This design comes from an exercise in tuning for small area on the open sky130 flow, not from production work.
Where RTL was checked, it was by simulation tests only, not by an equivalence proof against the original.
Power and IR drop assume default switching activity.

==> module mips_cpu, before the edit <==
module mips_cpu (
    input  wire logic                        clk,
    input  wire logic                        clk_en,
    input  wire logic                        reset,
    input  wire logic [32-1:0] r_data,    
    output logic                             wr_en,
    output logic [32-1:0]      mem_addr,
    output logic [32-1:0]      w_data
);
    mips_pkg::state_t      st;
    logic [4:0]  ph;
    logic        pol;
    logic [31:1] rf_q;        
    logic        pc_q;        
    logic [9:0]  mar;         
    logic [31:0] wd;          
    logic        c;           
    logic        cp;          
    logic        flag;        
    logic        x1, x2;      
    logic [5:0] op;
    logic [4:0] rs, rt, rd;
    assign op = r_data[31:26];
    assign rs = r_data[25:21];
    assign rt = r_data[20:16];
    assign rd = r_data[15:11];
    logic is_r, is_j, is_beq, is_bne, is_addi, is_lw, is_sw;
    assign is_r    = (op == mips_pkg::OP_R);
    assign is_j    = (op == mips_pkg::OP_J);
    assign is_beq  = (op == mips_pkg::OP_BEQ);
    assign is_bne  = (op == mips_pkg::OP_BNE);
    assign is_addi = (op == mips_pkg::OP_ADDI);
    assign is_lw   = (op == mips_pkg::OP_LW);
    assign is_sw   = (op == mips_pkg::OP_SW);
    logic s_boot, s_d, s_ex, s_slt, s_br, s_swl, s_sws, s_lw, s_pc, s_pcs;
    assign s_boot = (st == mips_pkg::st_boot);
    assign s_d    = (st == mips_pkg::st_d);
    assign s_ex   = (st == mips_pkg::st_ex);
    assign s_slt  = (st == mips_pkg::st_slt);
    assign s_br   = (st == mips_pkg::st_br);
    assign s_swl  = (st == mips_pkg::st_swl);
    assign s_sws  = (st == mips_pkg::st_sws);
    assign s_lw   = (st == mips_pkg::st_lw);
    assign s_pc   = (st == mips_pkg::st_pc);
    assign s_pcs  = (st == mips_pkg::st_pcs);
    logic ph0, ph2, last, av;
    assign ph0  = (ph == 5'd0);
    assign ph2  = (ph == 5'd2);
    assign last = (ph == 5'd31);
    assign av   = (ph >= 5'd2) && (ph <= 5'd11);   
    logic sx, raw, xb;
    assign sx  = !(s_lw || is_j);
    mux32 raw_mux (.d(r_data), .s(ph), .y(raw));
    assign xb  = (sx && ph[4]) ? r_data[15] : raw;
    logic a, b, pv;
    logic pq;
    mux32 rd_mux (.d({rf_q, pol}), .s(s_ex ? rt : rs), .y(pq));
    assign pv = pq ^ pol;
    assign a  = s_ex ? wd[0] : pv;
    assign b  = pv;
    logic pc0;
    assign pc0 = pc_q ^ pol;
    logic sub, bo, cin, sum, cout, res, less, eqb;
    assign sub  = is_r && r_data[1];
    assign bo   = (is_r ? b : xb) ^ sub;
    assign cin  = ph0 ? sub : c;
    assign sum  = a ^ bo ^ cin;
    assign cout = (a & bo) | (a & cin) | (bo & cin);
    assign res  = (is_r && r_data[2]) ? (r_data[0] ? (a | b) : (a & b)) : sum;
    assign less = (a ^ b) ? a : sum;
    assign eqb  = !(a ^ b) && (ph0 || flag);
    logic pa, pb, pcin, psum, pcout, pc_in;
    assign pa    = (s_swl || s_sws) ? mar[0] : pc0;
    assign pb    = s_br && x2;
    assign pcin  = ph2 ? !s_br : cp;
    assign psum  = pa ^ pb ^ pcin;
    assign pcout = (pa & pb) | (pa & pcin) | (pb & pcin);
    always_comb begin
        if (s_boot) pc_in = 1'b0;
        else if (s_d && (is_lw || is_sw)) pc_in = sum;             
        else if (s_d && is_j) pc_in = x2;                          
        else if (s_d || s_br || s_swl || s_sws) pc_in = psum;
        else pc_in = pc0;
    end
    logic       we, wb;
    logic [4:0] wa;
    assign we = (s_ex && is_r && !r_data[3]) || (s_d && is_addi) || s_slt || s_lw;
    assign wa = s_lw ? wd[20:16] : (is_r ? rd : rt);
    assign wb = s_lw ? xb : (s_slt ? (ph0 && flag) : res);
    mips_pkg::state_t nx;
    always_comb begin
        nx = mips_pkg::st_pc;
        case (st)
            mips_pkg::st_boot: nx = mips_pkg::st_d;
            mips_pkg::st_d: begin
                if (is_r || is_beq || is_bne || is_sw) nx = mips_pkg::st_ex;
                else if (is_lw) nx = mips_pkg::st_swl;
                else nx = mips_pkg::st_pc;
            end
            mips_pkg::st_ex: begin
                if (is_r && r_data[3]) nx = mips_pkg::st_slt;
                else if (is_sw) nx = mips_pkg::st_sws;
                else if ((is_beq && eqb) || (is_bne && !eqb)) nx = mips_pkg::st_br;
                else nx = mips_pkg::st_pc;
            end
            mips_pkg::st_swl: nx = mips_pkg::st_lw;
            mips_pkg::st_sws: nx = mips_pkg::st_pcs;
            mips_pkg::st_pc, mips_pkg::st_pcs: nx = mips_pkg::st_d;
            default: nx = mips_pkg::st_pc;
        endcase
    end
    always_ff @(posedge clk) begin
        if (reset) begin
            st <= mips_pkg::st_boot;
            ph <= 5'd0;
        end else if (clk_en) begin
            ph <= ph + 5'd1;
            if (last) st <= nx;
        end
    end
    always_ff @(posedge clk) begin
        pol <= reset ? 1'b0 : !pol;
    end
    logic [3:0]  dl_n;
    logic [7:0]  dh_n;
    logic [31:1] wsel, rot;
    always_comb begin
        for (int k = 0; k < 4; k++) dl_n[k] = (wa[1:0] != 2'(k));
        for (int k = 0; k < 8; k++) dh_n[k] = !(clk_en && we && (wa[4:2] == 3'(k)));
    end
    for (genvar i = 1; i < 32; i++) begin : g_row
        row_sel rs_i (
            .dl_n(dl_n[i % 4]), .dh_n(dh_n[i / 4]), .sh_n(!clk_en),
            .wsel(wsel[i]), .rot(rot[i])
        );
    end
    logic pc_sh;
    assign pc_sh = clk_en && av;
    gpr_file rf_inst (
        .clk(clk), .sh(clk_en), .sh_n(!clk_en), .wsel(wsel), .rot(rot), .wd(wb ^ pol), .q(rf_q)
    );
    pol_shift #(.N(10), .W(1)) pc_inst (
        .clk(clk), .sh(pc_sh), .sh_n(!pc_sh), .d(pc_in ^ pol), .q(pc_q)
    );
    logic mar_sh, wd_sh;
    assign mar_sh = clk_en && av && (s_boot || s_swl || s_sws || s_pc || s_pcs);
    assign wd_sh  = clk_en && (s_d || s_ex);
    hold_shift #(.N(10)) mar_inst (
        .clk(clk), .sh(mar_sh), .sh_n(!mar_sh), .d(s_boot ? 1'b0 : pc0), .q(mar)
    );
    hold_shift #(.N(32)) wd_inst (
        .clk(clk), .sh(wd_sh), .sh_n(!wd_sh), .d(s_d ? (is_lw ? raw : pv) : (is_sw ? pv : wd[0])), .q(wd)
    );
    always_ff @(posedge clk) begin
        if (clk_en) begin
            c <= cout;
            if (s_ex) flag <= (is_r && r_data[3]) ? less : eqb;
            cp <= pcout;
            x1 <= xb;
            x2 <= x1;
        end
    end
    assign mem_addr = {20'd0, mar, 2'b00};
    assign w_data   = wd;
    assign wr_en    = clk_en && s_pcs && ph0;
endmodule
Settings: LEC_CHECK=0, CAP_MARGIN=20, CORE_MARGIN=2, CORE_UTILIZATION=70, SLEW_MARGIN=20, SYNTH_HIERARCHICAL=1; clock period 10.0 ns.
standard.sh (not shown) runs the stock make flow with config.mk's settings and CLKGATE_MAP_FILE= SYNTH_SCRIPT=/design/flow/synth_recipe.tcl, a recipe that flattens the netlist after the stock synthesis.
==> flow/flow/run.sh <==
#!/bin/bash
# The standard layout, with buf_1 port buffers and a clock tree of up to 20-sink
# clkbuf_8 leaf clusters without dummy loads. standard.sh's output goes to
# standard.log; ORFS keeps each tool's log under orfs/logs. Tie cells are
# not split per load (SKIP_REPAIR_TIE_FANOUT).
export BUFFER_PORTS_ARGS="-buffer_cell sky130_fd_sc_hd__buf_1"
export CTS_ARGS="-sink_clustering_enable -repair_clock_nets -dont_use_dummy_load -buf_list sky130_fd_sc_hd__clkbuf_8 -sink_clustering_size 20 -sink_clustering_max_diameter 70"
export SKIP_REPAIR_TIE_FANOUT=1
bash standard.sh > standard.log 2>&1
==> next run, changes <==
--- a/flow/design.v
+++ b/flow/design.v
@@ -40,13 +40,12 @@
     logic        pc_q;        
     logic [9:0]  mar;         
     logic [31:0] wd;          
     logic        c;           
     logic        cp;          
     logic        flag;        
-    logic        x1, x2;      
     logic [5:0] op;
     logic [4:0] rs, rt, rd;
     assign op = r_data[31:26];
     assign rs = r_data[25:21];
     assign rt = r_data[20:16];
     assign rd = r_data[15:11];
@@ -66,21 +65,20 @@
     assign s_br   = (st == mips_pkg::st_br);
     assign s_swl  = (st == mips_pkg::st_swl);
     assign s_sws  = (st == mips_pkg::st_sws);
     assign s_lw   = (st == mips_pkg::st_lw);
     assign s_pc   = (st == mips_pkg::st_pc);
     assign s_pcs  = (st == mips_pkg::st_pcs);
-    logic ph0, ph2, last, av;
+    logic ph0, last, mem_d, av;
     assign ph0  = (ph == 5'd0);
-    assign ph2  = (ph == 5'd2);
     assign last = (ph == 5'd31);
-    assign av   = (ph >= 5'd2) && (ph <= 5'd11);   
-    logic sx, raw, xb;
-    assign sx  = !(s_lw || is_j);
+    assign mem_d = s_d && (is_lw || is_sw);
+    assign av    = mem_d ? ((ph >= 5'd2) && (ph <= 5'd11)) : (ph <= 5'd9);
+    logic raw, xb;
     mux32 raw_mux (.d(r_data), .s(ph), .y(raw));
-    assign xb  = (sx && ph[4]) ? r_data[15] : raw;
+    assign xb  = ph[4] ? r_data[15] : raw;   
     logic a, b, pv;
     logic pq;
     mux32 rd_mux (.d({rf_q, pol}), .s(s_ex ? rt : rs), .y(pq));
     assign pv = pq ^ pol;
     assign a  = s_ex ? wd[0] : pv;
     assign b  = pv;
@@ -94,28 +92,28 @@
     assign cout = (a & bo) | (a & cin) | (bo & cin);
     assign res  = (is_r && r_data[2]) ? (r_data[0] ? (a | b) : (a & b)) : sum;
     assign less = (a ^ b) ? a : sum;
     assign eqb  = !(a ^ b) && (ph0 || flag);
     logic pa, pb, pcin, psum, pcout, pc_in;
     assign pa    = (s_swl || s_sws) ? mar[0] : pc0;
-    assign pb    = s_br && x2;
-    assign pcin  = ph2 ? !s_br : cp;
+    assign pb    = s_br && raw;
+    assign pcin  = ph0 ? !s_br : cp;
     assign psum  = pa ^ pb ^ pcin;
     assign pcout = (pa & pb) | (pa & pcin) | (pb & pcin);
     always_comb begin
         if (s_boot) pc_in = 1'b0;
-        else if (s_d && (is_lw || is_sw)) pc_in = sum;             
-        else if (s_d && is_j) pc_in = x2;                          
+        else if (mem_d) pc_in = sum;                               
+        else if (s_d && is_j) pc_in = raw;                         
         else if (s_d || s_br || s_swl || s_sws) pc_in = psum;
         else pc_in = pc0;
     end
     logic       we, wb;
     logic [4:0] wa;
     assign we = (s_ex && is_r && !r_data[3]) || (s_d && is_addi) || s_slt || s_lw;
     assign wa = s_lw ? wd[20:16] : (is_r ? rd : rt);
-    assign wb = s_lw ? xb : (s_slt ? (ph0 && flag) : res);
+    assign wb = s_lw ? raw : (s_slt ? (ph0 && flag) : res);
     mips_pkg::state_t nx;
     always_comb begin
         nx = mips_pkg::st_pc;
         case (st)
             mips_pkg::st_boot: nx = mips_pkg::st_d;
             mips_pkg::st_d: begin
@@ -179,14 +177,12 @@
     );
     always_ff @(posedge clk) begin
         if (clk_en) begin
             c <= cout;
             if (s_ex) flag <= (is_r && r_data[3]) ? less : eqb;
             cp <= pcout;
-            x1 <= xb;
-            x2 <= x1;
         end
     end
     assign mem_addr = {20'd0, mar, 2'b00};
     assign w_data   = wd;
     assign wr_en    = clk_en && s_pcs && ph0;
 endmodule
Outcome:
- The new run completed with no timing, DRC or antenna violations
- global-route usage falls by 0.17 points
- clock-buffer cell count stays the same
- sequential cell count falls by 2
- critical path depth falls by 1
- worst setup slack gains 0.17 ns
- cell area is about the same
- total power falls by 0.55%
- synthesized area is about the same
- clock power barely changes
- cell count barely changes
- via count falls by 0.45%
For the second run of this note, only the layout was checked, not whether the RTL still works.

[afterwards: timing with drivers on the ports]
Ports are ideal in the flow. The routed layouts listed here were re-timed in OpenROAD. Step 1 assumes that a clkbuf_16 drives the clock port and a buf_2 every other input. Step 2 adds t to the input delays and takes it off the output delays; t is the mean of the earliest and latest rising clock arrival at the registers after step 1. Input paths then give back, and output paths get back, about the clock's delay inside the block. Three values: no drivers, after step 1, after step 2; two values: the first two.
run | t, ns | slack for setup (ns) | clock arrival spread, ns
the first run | 0.714 | 3.742 / 3.771 / 3.057 | 0.072 / 0.072
the second run | 0.712 | 3.910 / 3.937 / 3.225 | 0.058 / 0.058
After both steps every run listed still meets setup and hold.
